This is an optimization exercise on Yosys and OpenROAD, whose aim is small area and a short achievable clock period, not a production implementation. Only simulation tests tie the RTL to the original design; equivalence was not proved. Power and IR drop assume default switching activity.

==> flow/design.v <==
module pm_ao22 (
    input  logic a1, a2, b1, b2,
    output logic y
);
    assign y = (a1 & a2) | (b1 & b2);
endmodule
module pm_oai22 (
    input  logic a1, a2, b1, b2,
    output logic y
);
    assign y = ~((a1 | a2) & (b1 | b2));
endmodule
module pm_nor2 (
    input  logic a, b,
    output logic y
);
    assign y = ~(a | b);
endmodule
module pm_nand2 (
    input  logic a, b,
    output logic y
);
    assign y = ~(a & b);
endmodule
module prog_mem_ctrl #(
    parameter int unsigned           WORD_WIDTH = 32,
    parameter int unsigned           DEPTH      = 128,
    parameter int unsigned           ADDR_W     = 7,
    parameter logic [WORD_WIDTH-1:0] NOP_WORD   = '0
) (
    input  logic                  clk,
    input  logic                  rst,
    input  logic                  rst_counter,
    input  logic                  ld_en,
    input  logic                  rd_en,
    input  logic [WORD_WIDTH-1:0] Load_data,
    input  logic                  jump,
    input  logic [ADDR_W-1:0]     jump_to,
    input  logic                  stall,
    output logic [WORD_WIDTH-1:0] instruction,
    output logic [ADDR_W-1:0]     ins_addr,
    output logic                  ins_valid,
    output logic [ADDR_W:0]       prog_len,
    output logic                  full,
    output logic                  err
);
    localparam int unsigned NPAIR = DEPTH / 2;
    logic [WORD_WIDTH-1:0]   memn   [DEPTH];    
    logic [WORD_WIDTH-1:0]   memn_d [DEPTH];
    logic                    run_q;
    logic [ADDR_W-1:0]       pc_q;
    logic [DEPTH-1:0]        pcohn_q;   
    logic [ADDR_W:0]         len_q;
    logic [WORD_WIDTH-1:0]   instr_q;
    logic [ADDR_W-1:0]       addr_q;
    logic                    valid_q;
    logic                    err_q;
    logic ld_only, rd_only, both_req, do_fetch, do_len_inc;
    logic jump_oob, in_prog;
    logic [DEPTH-1:0]        we, hold;
    logic [WORD_WIDTH-1:0]   ldn;
    logic [NPAIR-1:0]        pair [WORD_WIDTH];
    logic [WORD_WIDTH-1:0]   rdata;
    always_comb begin
        ld_only    = !rst_counter && ld_en && !rd_en;
        rd_only    = !rst_counter && rd_en && !ld_en;
        both_req   = !rst_counter && ld_en && rd_en;
        do_fetch   = rd_only && !stall;
        do_len_inc = ld_only && !run_q && !len_q[ADDR_W];
        jump_oob   = {1'b0, jump_to} >= len_q;
        in_prog    = {1'b0, pc_q} < len_q;
        ldn        = ~Load_data;
        for (int i = 0; i < DEPTH; i++) begin
            we[i]   = (len_q == (ADDR_W+1)'(i));
            hold[i] = !we[i];
        end
    end
    for (genvar i = 0; i < DEPTH; i++) begin : g_word
        for (genvar b = 0; b < WORD_WIDTH; b++) begin : g_bit
            pm_ao22 u_wr (
                .a1(we[i]), .a2(ldn[b]), .b1(hold[i]), .b2(memn[i][b]), .y(memn_d[i][b])
            );
        end
    end
    always_ff @(posedge clk) begin
        for (int i = 0; i < DEPTH; i++) memn[i] <= memn_d[i];
    end
    for (genvar b = 0; b < WORD_WIDTH; b++) begin : g_rbit
        for (genvar g = 0; g < NPAIR; g++) begin : g_pair
            pm_oai22 u_rd (
                .a1(pcohn_q[2*g]),   .a2(memn[2*g][b]),
                .b1(pcohn_q[2*g+1]), .b2(memn[2*g+1][b]),
                .y(pair[b][g])
            );
        end
        logic [NPAIR-1:0] lvl [7];
        assign lvl[0] = pair[b];
        for (genvar l = 1; l <= 6; l++) begin : g_lvl
            for (genvar k = 0; k < (NPAIR >> l); k++) begin : g_node
                if (l % 2 == 1) begin : g_nor
                    pm_nor2 u_n (.a(lvl[l-1][2*k]), .b(lvl[l-1][2*k+1]), .y(lvl[l][k]));
                end else begin : g_nand
                    pm_nand2 u_n (.a(lvl[l-1][2*k]), .b(lvl[l-1][2*k+1]), .y(lvl[l][k]));
                end
            end
        end
        assign rdata[b] = lvl[6][0];
    end
    always_ff @(posedge clk) begin
        if (rst || rst_counter) begin
            pcohn_q    <= '1;
            pcohn_q[0] <= 1'b0;
        end else if (do_fetch) begin
            for (int i = 0; i < DEPTH; i++)
                pcohn_q[i] <= jump ? (jump_to != ADDR_W'(i)) : pcohn_q[(i + DEPTH - 1) % DEPTH];
        end
    end
    always_ff @(posedge clk) begin
        if (rst) begin
            run_q   <= 1'b0;
            pc_q    <= '0;
            len_q   <= '0;
            instr_q <= '0;
            addr_q  <= '0;
            valid_q <= 1'b0;
            err_q   <= 1'b0;
        end else if (rst_counter) begin
            pc_q <= '0;
            if (!run_q) len_q <= '0;
        end else if (both_req) begin
            err_q <= 1'b1;
        end else if (ld_only) begin
            run_q <= 1'b0;
            if (!run_q) begin
                if (do_len_inc) len_q <= len_q + 1'b1;
                else            err_q <= 1'b1;
            end
        end else if (rd_only) begin
            run_q <= 1'b1;
            if (!stall) begin
                addr_q  <= pc_q;
                pc_q    <= jump ? jump_to : pc_q + 1'b1;
                instr_q <= in_prog ? rdata : NOP_WORD;
                valid_q <= in_prog;
                if (jump && jump_oob) err_q <= 1'b1;
            end
        end else begin
            run_q <= 1'b0;
        end
    end
    assign full        = len_q[ADDR_W];
    assign prog_len    = len_q;
    assign instruction = instr_q;
    assign ins_addr    = addr_q;
    assign ins_valid   = valid_q;
    assign err         = err_q;
endmodule
==> flow/run.sh <==
#!/bin/bash
# synth_recipe.tcl (not shown) runs the flow's synth.tcl, then flattens the netlist and writes it again
# the make line also repeats each setting of config.mk as NAME=value (left out here)
make -C /OpenROAD-flow-scripts/flow DESIGN_CONFIG=/design/flow/config.mk WORK_HOME=/design/flow/orfs CLKGATE_MAP_FILE= SYNTH_SCRIPT=/design/flow/synth_recipe.tcl finish
==> flow/config.mk <==
export PLATFORM = sky130hd
export DESIGN_NAME = prog_mem_ctrl
export DESIGN_NICKNAME = prog_mem_ctrl
export VERILOG_FILES = /design/flow/design.v
export SDC_FILE = /design/flow/constraint.sdc
export NUM_CORES = 4
export LEC_CHECK = 0
export CAP_MARGIN = 20
export CORE_MARGIN = 2
export CORE_UTILIZATION = 40
export CTS_BUF_LIST = sky130_fd_sc_hd__clkbuf_16
export CTS_CLUSTER_DIAMETER = 90
export CTS_CLUSTER_SIZE = 25
export PLACE_DENSITY = 0.66
export SETUP_SLACK_MARGIN = 2.6
export SLEW_MARGIN = 35
export SYNTH_HIERARCHICAL = 1
export SYNTH_MINIMUM_KEEP_SIZE = 0
==> flow/constraint.sdc <==
create_clock -name core_clock -period 5.0 [get_ports {clk}]
set_input_delay 1.0000 -clock core_clock [delete_from_list [all_inputs] [get_ports {clk}]]
set_output_delay 1.0000 -clock core_clock [all_outputs]
set_load 0.01 [all_outputs]
==> results of run 1 <==
state kept, by name, summed over array words and instances (netlist names):
signal / count
memn: 4096
pcohn_q: 128
instr_q: 32
len_q: 8
addr_q: 7
pc_q: 7
err_q: 1
run_q: 1
valid_q: 1
per-stage QoR:
stage	instance area, sq um	hold WS (ns)
after floorplan	148000	0.440
after global placement	159000	0.449
after detailed placement	159000	0.453
after CTS	167000	0.477
after global routing	168000	0.487
final	169000	0.474
worst max-delay path by stage:
stage                         endpoint  depth (start not counted)
floorplan           memn[0][0]$_DFF_P_                          2
global placement    err_q$_SDFFE_PP0P_                          7
detailed placement  err_q$_SDFFE_PP0P_                          7
CTS                        prog_len[7]                          2
global route                      full                          2
finish                     prog_len[7]                          2
modules after synthesis, one instance, submodules excluded:
| module | times used | cell area, sq um | cells |
|---|---|---|---|
| prog_mem_ctrl | 1 | 91500 | 5433 |
| pm_ao22 | 4096 | 8.76 | 1 |
| pm_oai22 | 2048 | 6.26 | 1 |
| pm_nand2 | 672 | 3.75 | 1 |
| pm_nor2 | 1344 | 3.75 | 1 |
repair_timing:
item | in CTS | in global routing
pin swaps | 21 | 11
setup buffers | 71 | 65
setup endpoints to repair | 4027 | 3481
gates cloned | 20 | 7
resized for setup | 729 | 199
routing by layer:
| layer | up-vias | routed length, microns | GRT usage (%) |
|---|---|---|---|
| met5 | - | 154 | 0 |
| met1 | 63420 | 236000 | 40.2 |
| met2 | 7959 | 245000 | 42.4 |
| li1 | 55798 | - | - |
| met3 | 1232 | 66300 | 6.32 |
| met4 | 9 | 38900 | 17.2 |
cell families (layout without fill, tap and decap cells):
kind of cell | count (synthesis) | after routing
AOI/OAI and AO/OA | 6612 | 6612
muxes | 2 | 2
buffers and inverters | 216 | 1073
and+or+nand+nor | 2462 | 2468
other | 0 | 4
xor gates and xnor gates | 2 | 2
adders and majority gates | 18 | 18
DFF | 4281 | 4281
layout make-up:
cell class / count / area [sq um]
fillers: 34074 / 200000
flip-flops and latches: 4281 / 86200
multi-input cells: 9102 / 62700
repair buffers: 741 / 7600
well taps: 4837 / 6050
clock buffers: 200 / 5000
inverters: 91 / 522
clock inverters: 27 / 339
repair inverters: 14 / 105
diodes: 4 / 10.0
worst register-to-register path, cell delays in order, from the launching register on:
cell        delay (ns)
dfxtp_4           0.40
buf_4             0.14
ha_2              0.26
and3_2            0.33
buf_6             0.23
nand2_2           0.26
clkinvlp_4        0.40
a22o_1            0.36
power by group:
| group | leakage, nW | internal [mW] | switching, mW |
|---|---|---|---|
| sequential | 34.5 | 34.2 | 0.195 |
| combinational | 29.3 | 0.945 | 3.08 |
| clock | 2.62 | 7.37 | 11.3 |
| total | 66.5 | 42.5 | 14.6 |
placed cells by master (no fill, tap or decap), types with 8 or more instances in the layout:
master,synthesis,routed
inv_6,0,8
clkdlybuf4s50_1,0,38
o22ai_1,2175,2175
a22o_1,4099,4099
dfxtp_4,0,116
buf_8,0,23
a21oi_1,141,141
buf_6,6,121
o31ai_2,29,29
nand3_1,11,10
nor2_2,0,186
o21ai_0,136,136
dfxtp_2,0,22
buf_4,1,454
nor2_4,1,86
dfxtp_1,4281,4143
ha_1,18,14
clkbuf_16,0,206
buf_16,0,11
buf_12,0,74
nand2_2,0,35
nand2_4,0,14
nor2_1,1490,1224
clkinvlp_4,0,65
nand2_1,901,852
inv_1,91,44
==> summary.md, run 1 <==
| Metric | Value |
|---|---|
| Status | no timing/DRC/antenna violations |
| Row count | 223 |
| # Max-Cap Violations | 0 |
| Worst-Skew Late Latency | 0.99 ns |
| Vias in the first global route | 116903 |
| Req. time, crit path | 4.00 ns |
| Synth Instances | 13593 |
| Avg Cell Area, Syn | 10.9 sq um |
| Synth Net Count | 13657 |
| Max Slew Vio Count | 0 |
| Commonest cells post-synth | dfxtp_1 (4281), a22o_1 (4099), o22ai_1 (2175), nor2_1 (1490), nand2_1 (901) |
| Hold Crit Endpoint | instr_q[8]$_SDFFE_PP0P_ |
| Period utilization | 52.7% |
| Count leader, synth | dfxtp_1 |
| CP Launch Point | len_q[7]$_SDFFE_PP0P_ |
| Post-Route WL | 586000 microns |
| R2r setup slk | 2.45 ns |
| Slew HR | 20.3% |
| HP Start | instr_q[8]$_SDFFE_PP0P_ |
| Clock tree buffer depth | 4 |
| Hold_buf cts | 0 |
| Io pins | 96 |
| Tot Pwr | 57.1 mW |
| Global Route Usage Sum | 29.3% |
| Crit-path slowest cell | dfxtp_2 |
| Worst Skew | 0.0932 ns |
| GRT overflow | 0 |
| Leakage | 66.5 nW |
| Final core utilization | 45.8% |
| Largest net degree at the start of global routing | 137 |
| Antenna viol nets, final | 0 |
| FF-to-FF Start | len_q[1]$_SDFFE_PP0P_ |
| Post-Syn Area | 148000 sq um |
| Largest family of logic cells by synthesized area | compound AO/OA/AOI/OAI gates |
| Post-Layout Cell Count | 19297 |
| PortBufs | 95 |
| Unique masters post-synth | 55 |
| Area of the core | 368000 sq um |
| Adder-cell share of the synthesized area | 0.152% |
| Share of layout cells above drive strength 1 | 10.4% |
| DRC Markers | 0 |
| Yosys warns | 75 |
| Share of async-settable or async-resettable flops after synthesis | 0% |
| First-pass GRT wire length | 833000 microns |
| Clock sinks | 4281 |
| Max H-tree Level | 4 |
| Post-synth EDFFs | 0 |
| Final Hold Fails | 0 |
| DR vias/cell | 6.65 |
| Worst Hold Class | flip-flop to flip-flop |
| Family with the most delay on the worst path | flip-flops |
| Setup total negative slack | 0 ns |
| Initial Util | 40.1% |
| Register bit total from synthesis | 4281 |
| Worst path bufs/invs | 2 |
| DP HPWL | 339000 microns |
| Post-synth top area share | 58.0% |
| Layout area overhead | 14.0% |
| Clock root cell | clkbuf_16 |
| DIE HEIGHT | 612 microns |
| Slew @ Worst Pin | 1.20 ns |
| DRT iter0 DRCs | 17905 |
| Final setup margin | 2.36 ns |
| Synth area leader | dfxtp_1 |
| Crit-path max FO | 6 |
| Setup violators final | 0 |
| Dominant cells by area after synthesis | dfxtp_1 (58%), a22o_1 (24%), o22ai_1 (9.2%) |
| Sequential share of the synthesized area | 58.0% |
| VDD IR-drop max | 0.281 mV |
| Worst path cell trace | buf_12 -> buf_8 |
| CP arrival | 1.64 ns |
| Final GP Congestion | 0.981 |
| Worst-case reg-to-reg path depth | 7 |
| TritonRoute pass-1 iters | 9 |
| Pre-CTS setup slack | 1.09 ns |
| Die W | 612 microns |
| Antenna violations before repair | 12 |
| RSZ-0062 raised after global routing | true |
| Mux share of post-synthesis cell area | 0.0135% |
| CP peak stage delay | 0.37 ns |
| WS Path Type | flip-flop to output pin |
| Min Tclk post-route | 2.64 ns |
| Reg clk slew, reported paths | 0.11 ns |
| Routed WL per cell | 30.4 microns |
| Crit Reg-Reg Endpoint | memn[111][1]$_DFF_P_ |
| Startpoint Class | flip-flop |
| Worst hold path cell count | 2 |
| Most used DFF post-synth | dfxtp_1 |
| CTS Buf Count | 198 |
| CTS tree | built |
| Power Density | 339 nW/um^2 |
| Placed insts | 18897 |
| Synth Area in Simple Gates | 6.40% |
| Vias after detailed routing | 128418 |
| Crit path capture type | output pin |
| Die ar. | 374000 sq um |
| Achievable Freq | 0.379 GHz |
| Post-synthesis compound-gate area fraction | 34.8% |
| XOR/XNOR share of the synthesized area | 0.0119% |
| Fin nets | 14493 |
==> run 2, diff against run 1 <==
--- a/flow/config.mk
+++ b/flow/config.mk
@@ -11,8 +11,7 @@
 export CTS_BUF_LIST = sky130_fd_sc_hd__clkbuf_16
 export CTS_CLUSTER_DIAMETER = 90
 export CTS_CLUSTER_SIZE = 25
-export PLACE_DENSITY = 0.66
-export SETUP_SLACK_MARGIN = 2.6
+export SETUP_SLACK_MARGIN = 2.7
 export SLEW_MARGIN = 35
 export SYNTH_HIERARCHICAL = 1
 export SYNTH_MINIMUM_KEEP_SIZE = 0
==> summary.md, run 2 <==
| Metric | Value |
|---|---|
| Crit path capture type | output pin |
| Final GP Congestion | 0.948 |
| Clock power frac | 32.7% |
| Die ar. | 374000 sq um |
| Period utilization | 53.3% |
| Register bit total from synthesis | 4281 |
| Final Hold Fails | 0 |
| Clock tree buffer depth | 4 |
| Global Route Usage Sum | 31.7% |
| Yosys warns | 75 |
| Largest Register | memn |
| Family with the most delay on the worst path | flip-flops |
| Max FFs per register | 4096 |
| Commonest cells post-synth | dfxtp_1 (4281), a22o_1 (4099), o22ai_1 (2175), nor2_1 (1490), nand2_1 (901) |
| CP peak stage delay | 0.52 ns |
| Final setup margin | 2.33 ns |
| Min Tclk post-route | 2.67 ns |
| Power Density | 335 nW/um^2 |
| Layout area overhead | 16.2% |
| Most frequent cells in the layout | dfxtp_1 (4150), a22o_1 (4099), o22ai_1 (2175) |
| CTS Buf Count | 197 |
| Post-synth EDFFs | 0 |
| Req. time, crit path | 4.00 ns |
| Antenna violations before repair | 18 |
| Share of layout cells above drive strength 1 | 12.7% |
| PortBufs | 95 |
| Slew @ Worst Pin | 1.09 ns |
| Initial Util | 40.1% |
| Count leader, synth | dfxtp_1 |
| Sequential Power Share | 59.8% |
| Worst Skew | 0.0719 ns |
| WS Path Type | flip-flop to output pin |
| Max Slew Vio Count | 0 |
| RSZ-0062 raised after global routing | true |
| Post-synth top area share | 58.0% |
| Fin nets | 14697 |
| Crit-path max FO | 2 |
| DIE HEIGHT | 612 microns |
| Io pins | 96 |
| Cell internal pwr | 42.7 mW |
| Most used DFF post-synth | dfxtp_1 |
| Comb pwr share | 7.5% |
| Post-Syn Area | 148000 sq um |
| Hold Worst Slack | 0.473 ns |
| DRC Markers | 0 |
| Achievable Freq | 0.375 GHz |
| Synth Instances | 13593 |
| Sequential share of the synthesized area | 58.0% |
| Reg clk slew, reported paths | 0.11 ns |
| Post-Route WL | 625000 microns |
| CTS tree | built |
| First-pass GRT wire length | 885000 microns |
| Worst path bufs/invs | 1 |
| Leakage | 67.8 nW |
| DP HPWL | 363000 microns |
| Worst-case reg-to-reg path depth | 10 |
| Vias in the first global route | 119897 |
| Status | no timing/DRC/antenna violations |
| Setup violators final | 0 |
| Clock root cell | clkbuf_16 |
| Max H-tree Level | 4 |
| Slew HR | 27.6% |
| # Max-Cap Violations | 0 |
| Worst Hold Class | flip-flop to flip-flop |
| Die W | 612 microns |
| Crit-path slowest cell | dfxtp_4 |
| WP depth | 1 |
| Hold_buf cts | 0 |
| R2r setup slk | 2.56 ns |
| Routed WL per cell | 32.0 microns |
| Clock sinks | 4281 |
| Worst path cell trace | buf_6 |
| Worst-Skew Late Latency | 1.00 ns |
| DR vias/cell | 6.65 |
| Dominant cells by area after synthesis | dfxtp_1 (58%), a22o_1 (24%), o22ai_1 (9.2%) |
| Worst hold path cell count | 1 |
| Fraction of power spent switching nets | 25.9% |
| Startpoint Class | flip-flop |
| Unique masters post-synth | 55 |
| TritonRoute pass-1 iters | 6 |
| DRT iter0 DRCs | 17569 |
| Vias after detailed routing | 129796 |
| Commonest non-fill, non-tap cell in the layout | dfxtp_1 |
| Row count | 223 |
| Switching pwr | 14.9 mW |
| Setup total negative slack | 0 ns |
| Share of async-settable or async-resettable flops after synthesis | 0% |
| Area of the core | 368000 sq um |
| Final core utilization | 46.6% |
| VDD IR-drop max | 0.287 mV |
| Largest net degree at the start of global routing | 145 |
| GRT overflow | 0 |
| CP arrival | 1.67 ns |
| Largest regs | memn (4096), pcohn_q (128), instr_q (32) |
| Synth area leader | dfxtp_1 |
| Pre-CTS setup slack | 1.44 ns |
| Antenna viol nets, final | 0 |
| Synth Net Count | 13657 |
| Avg Cell Area, Syn | 10.9 sq um |
==> run 2: cell counts after synthesis <==
Identical to the previous run, type by type.
==> run 2: final cells by class <==
cell class | count | area [sq um]
fillers | 34033 | 197000
clock buffers | 198 | 4950
repair buffers | 943 | 10100
well taps | 4837 | 6050
clock inverters | 29 | 388
repair inverters | 17 | 128
multi-input cells | 9102 | 63400
diodes | 13 | 32.5
inverters | 91 | 529
flip-flops and latches | 4281 | 86100
==> run 2: metrics by stage <==
step                      area, sq um  power (mW)  std cells
after global placement         160000        38.9      18950
final                          172000        57.6      19511
after CTS                      170000        57.3      19426
after global routing           172000        58.8      19506
after floorplan                148000        36.8      13593
after detailed placement       160000        38.9      18968
==> run 2: metal layers <==
layer	up-vias	part of all wire, %	GRT usage [%]
met5	-	0.0074	0
met4	6	6.9	18.9
met3	1321	10	6.67
met2	7617	42	45.8
met1	64609	41	43.2
li1	56243	-	-
==> run 2: path summary, 6_finish.rpt <==
check,end,from
worst max-delay path,instruction[14],instr_q[14]$_SDFFE_PP0P_
worst min-delay path,memn[87][6]$_DFF_P_,memn[87][6]$_DFF_P_
worst max register to register,instr_q[16]$_SDFFE_PP0P_,pcohn_q[62]$_SDFFE_PP1P_
worst min register to register,memn[87][6]$_DFF_P_,memn[87][6]$_DFF_P_
==> run 2: cell families after synthesis <==
family / count (synthesis) / share of synthesized area, %
compound gates: 6612 / 34.8
flops: 4281 / 58.0
simple gates: 2462 / 6.40
buf+inv: 216 / 0.592
fa+ha+maj: 18 / 0.152
xor+xnor: 2 / 0.0119
mux: 2 / 0.0135
==> run 2: modules after synthesis, one instance, submodules excluded <==
module / area (sq um) / copies in the design
pm_ao22: 8.76 / 4096
pm_nand2: 3.75 / 672
pm_nor2: 3.75 / 1344
pm_oai22: 6.26 / 2048
prog_mem_ctrl: 91500 / 1
==> run 2: power by group through the flow <==
| stage | Combinational [mW] | Clock [mW] | Sequential (mW) |
|---|---|---|---|
| after floorplan | 1.52 | 0 | 35.2 |
| after global placement | 3.67 | 0 | 35.3 |
| after detailed placement | 3.68 | 0 | 35.3 |
| after CTS | 3.94 | 18.9 | 34.4 |
| after global routing | 4.33 | 20.0 | 34.4 |
| final | 4.33 | 18.8 | 34.4 |
==> run 2: what timing repair did <==
action | in CTS | in global routing
gates cloned | 22 | 4
gates resized for setup | 875 | 271
endpoints found under the setup margin | 4181 | 2501
pin swaps | 26 | 36
setup buffers | 209 | 64
==> run 3, diff against run 2 <==
==> flow/config.mk (replaced) <==
export PLATFORM = sky130hd
export DESIGN_NAME = prog_mem_ctrl
export DESIGN_NICKNAME = prog_mem_ctrl
export VERILOG_FILES = /design/flow/design.v
export SDC_FILE = /design/flow/constraint.sdc
export NUM_CORES = 4
export LEC_CHECK = 0
export CAP_MARGIN = 10
export CORE_MARGIN = 2
export CORE_UTILIZATION = 40
export CTS_BUF_LIST = sky130_fd_sc_hd__clkbuf_16
export CTS_CLUSTER_DIAMETER = 90
export CTS_CLUSTER_SIZE = 25
export SETUP_SLACK_MARGIN = 2.5
export SLEW_MARGIN = 30
export SYNTH_HIERARCHICAL = 1
export SYNTH_MINIMUM_KEEP_SIZE = 0
==> summary.md, run 3 <==
| Metric | Value |
|---|---|
| Sequential share of the synthesized area | 58.0% |
| Largest net degree at the start of global routing | 129 |
| Global Route Usage Sum | 30.5% |
| CP arrival | 1.62 ns |
| Crit path capture type | output pin |
| Antenna violations before repair | 27 |
| Hold Crit Endpoint | memn[17][1]$_DFF_P_ |
| Power Density | 341 nW/um^2 |
| WS Path Type | flip-flop to output pin |
| Post-Route WL | 604000 microns |
| Slew HR | 26.4% |
| Vias after detailed routing | 127211 |
| Worst hold path cell count | 1 |
| Placed insts | 18942 |
| Req. time, crit path | 4.00 ns |
| Commonest cells post-synth | dfxtp_1 (4281), a22o_1 (4099), o22ai_1 (2175), nor2_1 (1490), nand2_1 (901) |
| Max H-tree Level | 4 |
| Slew @ Worst Pin | 1.10 ns |
| # Max-Cap Violations | 0 |
| DP HPWL | 358000 microns |
| Period utilization | 52.5% |
| PortBufs | 95 |
| DIE HEIGHT | 612 microns |
| Commonest non-fill, non-tap cell in the layout | dfxtp_1 |
| Crit Reg-Reg Endpoint | instr_q[29]$_SDFFE_PP0P_ |
| Row count | 223 |
| CTS Buf Count | 197 |
| Startpoint Class | flip-flop |
| VDD IR-drop max | 0.379 mV |
| TritonRoute pass-1 iters | 6 |
| CTS tree | built |
| Worst Hold Class | flip-flop to flip-flop |
| Share of async-settable or async-resettable flops after synthesis | 0% |
| Synth Instances | 13593 |
| Fin nets | 14469 |
| Final Hold Fails | 0 |
| Most frequent cells in the layout | dfxtp_1 (4120), a22o_1 (4099), o22ai_1 (2175) |
| Area of the core | 368000 sq um |
| Fillers | 34208 |
| R2r setup slk | 2.39 ns |
| HP Start | memn[17][1]$_DFF_P_ |
| First-pass GRT wire length | 856000 microns |
| Routed WL per cell | 31.3 microns |
| Register bit total from synthesis | 4281 |
| Synth area leader | dfxtp_1 |
| Clock tree buffer depth | 4 |
| Post-Syn Area | 148000 sq um |
| Achievable Freq | 0.381 GHz |
| Max FFs per register | 4096 |
| Count leader, synth | dfxtp_1 |
| Post-synth EDFFs | 0 |
| Setup violators final | 0 |
| Synth Net Count | 13657 |
| Initial Util | 40.1% |
| Layout area overhead | 13.3% |
| Largest regs | memn (4096), pcohn_q (128), instr_q (32) |
| Avg Cell Area, Syn | 10.9 sq um |
| Final GP Congestion | 0.977 |
| Clock sinks | 4281 |
| FF-to-FF Start | pcohn_q[119]$_SDFFE_PP1P_ |
| DRC Markers | 0 |
| DR vias/cell | 6.60 |
| GRT overflow | 0 |
| Reg clk slew, reported paths | 0.10 ns |
| RSZ-0062 raised after global routing | true |
| DRT iter0 DRCs | 16327 |
| Io pins | 96 |
| Largest Register | memn |
| Worst-Skew Late Latency | 1.00 ns |
| Setup total negative slack | 0 ns |
| Leakage | 66.0 nW |
| Clock root cell | clkbuf_16 |
| Dominant cells by area after synthesis | dfxtp_1 (58%), a22o_1 (24%), o22ai_1 (9.2%) |
| Die ar. | 374000 sq um |
| Crit-path max FO | 3 |
| Most used DFF post-synth | dfxtp_1 |
| Max Slew Vio Count | 0 |
| Unique masters post-synth | 55 |
| Antenna viol nets, final | 0 |
| Min Tclk post-route | 2.62 ns |
| Hold_buf cts | 0 |
| Post-synth top area share | 58.0% |
| Share of layout cells above drive strength 1 | 10.1% |
| Yosys warns | 75 |
| Post-Layout Cell Count | 19281 |
| Worst Skew | 0.0927 ns |
| CP Launch Point | len_q[7]$_SDFFE_PP0P_ |
| Die W | 612 microns |
| Status | no timing/DRC/antenna violations |
| Vias in the first global route | 116032 |
| Worst-case reg-to-reg path depth | 10 |
==> run 3: cell counts after synthesis <==
Identical to the previous run, type by type.
==> run 3: per-module statistics from Yosys (local to each module, per instance) <==
module / flops+latches / times used / cells / cell area [sq um]
pm_ao22: 0 / 4096 / 1 / 8.76
pm_nor2: 0 / 1344 / 1 / 3.75
pm_oai22: 0 / 2048 / 1 / 6.26
prog_mem_ctrl: 4281 / 1 / 5433 / 91500
pm_nand2: 0 / 672 / 1 / 3.75
==> run 3: timing repair <==
item,in CTS,in global routing
gates cloned,15,2
endpoints found under the hold margin,0,0
pin swaps,6,12
setup buffers,47,33
endpoints found under the setup margin,3858,2424
resized for setup,611,187
==> run 3: logic make-up (layout without fill, tap and decap cells) <==
kind of cell               Yosys count  after routing  share of synthesized area [%]
AOI/OAI and AO/OA                 6612           6612                           34.8
DFF                               4281           4281                           58.0
and+or+nand+nor                   2462           2464                           6.40
buffers and inverters              216           1053                          0.592
adders and majority gates           18             18                          0.152
xor gates and xnor gates             2              2                         0.0119
muxes                                2              2                         0.0135
other                                0             12                              0
==> run 3: final cells by class <==
class | instances | area (sq um) | area share [%]
flip-flops and latches | 4281 | 86200 | 51.5
multi-input cells | 9098 | 62400 | 37.2
repair buffers | 721 | 6820 | 4.07
well taps | 4837 | 6050 | 3.61
clock buffers | 198 | 4950 | 2.96
inverters | 91 | 522 | 0.312
clock inverters | 28 | 382 | 0.228
repair inverters | 15 | 113 | 0.0672
diodes | 12 | 30.0 | 0.0179
==> run 3: worst max-delay path by stage <==
| stage | to | slack [ns] | cells after the start |
|---|---|---|---|
| floorplan | memn[0][0]$_DFF_P_ | 2.35 | 2 |
| global placement | pcohn_q[65]$_SDFFE_PP1P_ | 1.20 | 6 |
| detailed placement | pcohn_q[79]$_SDFFE_PP1P_ | 1.21 | 6 |
| CTS | instr_q[1]$_SDFFE_PP0P_ | 2.25 | 9 |
| global route | prog_len[7] | 2.36 | 2 |
| finish | full | 2.38 | 2 |
==> run 3: worst max-delay path: stages (launching register included) <==
cell and delay (ns):
dfxtp_2 0.36, buf_12 0.15, buf_6 0.11
==> run 3: where the power goes <==
group | leakage (nW) | switching, mW | internal, mW
registers | 34.5 | 0.222 | 34.2
logic | 28.9 | 3.05 | 0.895
clock network | 2.62 | 11.4 | 7.30
total | 66.0 | 14.7 | 42.4
==> run 3: metrics by stage <==
stage | setup slack (ns) | power, mW | area (sq um) | hold WS, ns | util [%]
after detailed placement | 1.21 | 38.8 | 160000 | 0.453 | 43.3
after floorplan | 2.35 | 36.7 | 148000 | 0.440 | -
after global routing | 2.36 | 58.5 | 167000 | 0.486 | 45.5
after CTS | 2.25 | 57.0 | 166000 | 0.452 | 45.1
after global placement | 1.20 | 38.8 | 159000 | 0.451 | 43.2
final | 2.38 | 57.1 | 167000 | 0.472 | 45.5
==> run 3: metal layers <==
layer | global-route usage, % | up-vias | part of all wire (%)
met5 | 0 | - | 0.015
met4 | 16.8 | 12 | 6.2
met3 | 6.72 | 1154 | 11
met2 | 43.8 | 7377 | 42
met1 | 42.4 | 62882 | 42
li1 | - | 55786 | -

## afterwards: timing with drivers on the ports
The results above use ideal ports. As a check the final layouts listed here were re-extracted and re-timed, cells and wires unchanged. Step 1 (the two cells are an assumption about what drives the block):
set clk [get_ports {clk}]
set_driving_cell -lib_cell sky130_fd_sc_hd__clkbuf_16 $clk
set_driving_cell -lib_cell sky130_fd_sc_hd__buf_2 [delete_from_list [all_inputs] $clk]
Step 2 adds t to the input delays and takes it off the output delays; t is the mean of the earliest and latest rising clock arrival at the registers after step 1. Input paths then give back, and output paths get back, about the clock's delay inside the block. Three values: ideal, step 1, step 2; two values: the first two.
run	shift t [ns]	slack for setup (ns)	worst setup path at the end	latest minus earliest clock arrival (ns)	worst data-port slew with drivers (ns)
run 1	1.048	2.364 / 2.265 / 1.545	input to register	0.100 / 0.099	0.14
run 2	1.077	2.334 / 2.229 / 1.617	input to register	0.083 / 0.083	0.25
run 3	1.063	2.376 / 2.271 / 1.309	input to register	0.097 / 0.097	0.25
After both steps every run listed still meets setup and hold. The setup slack of run 3, which loses most, moves by -0.105 ns with the drivers and by -1.067 ns with both steps.
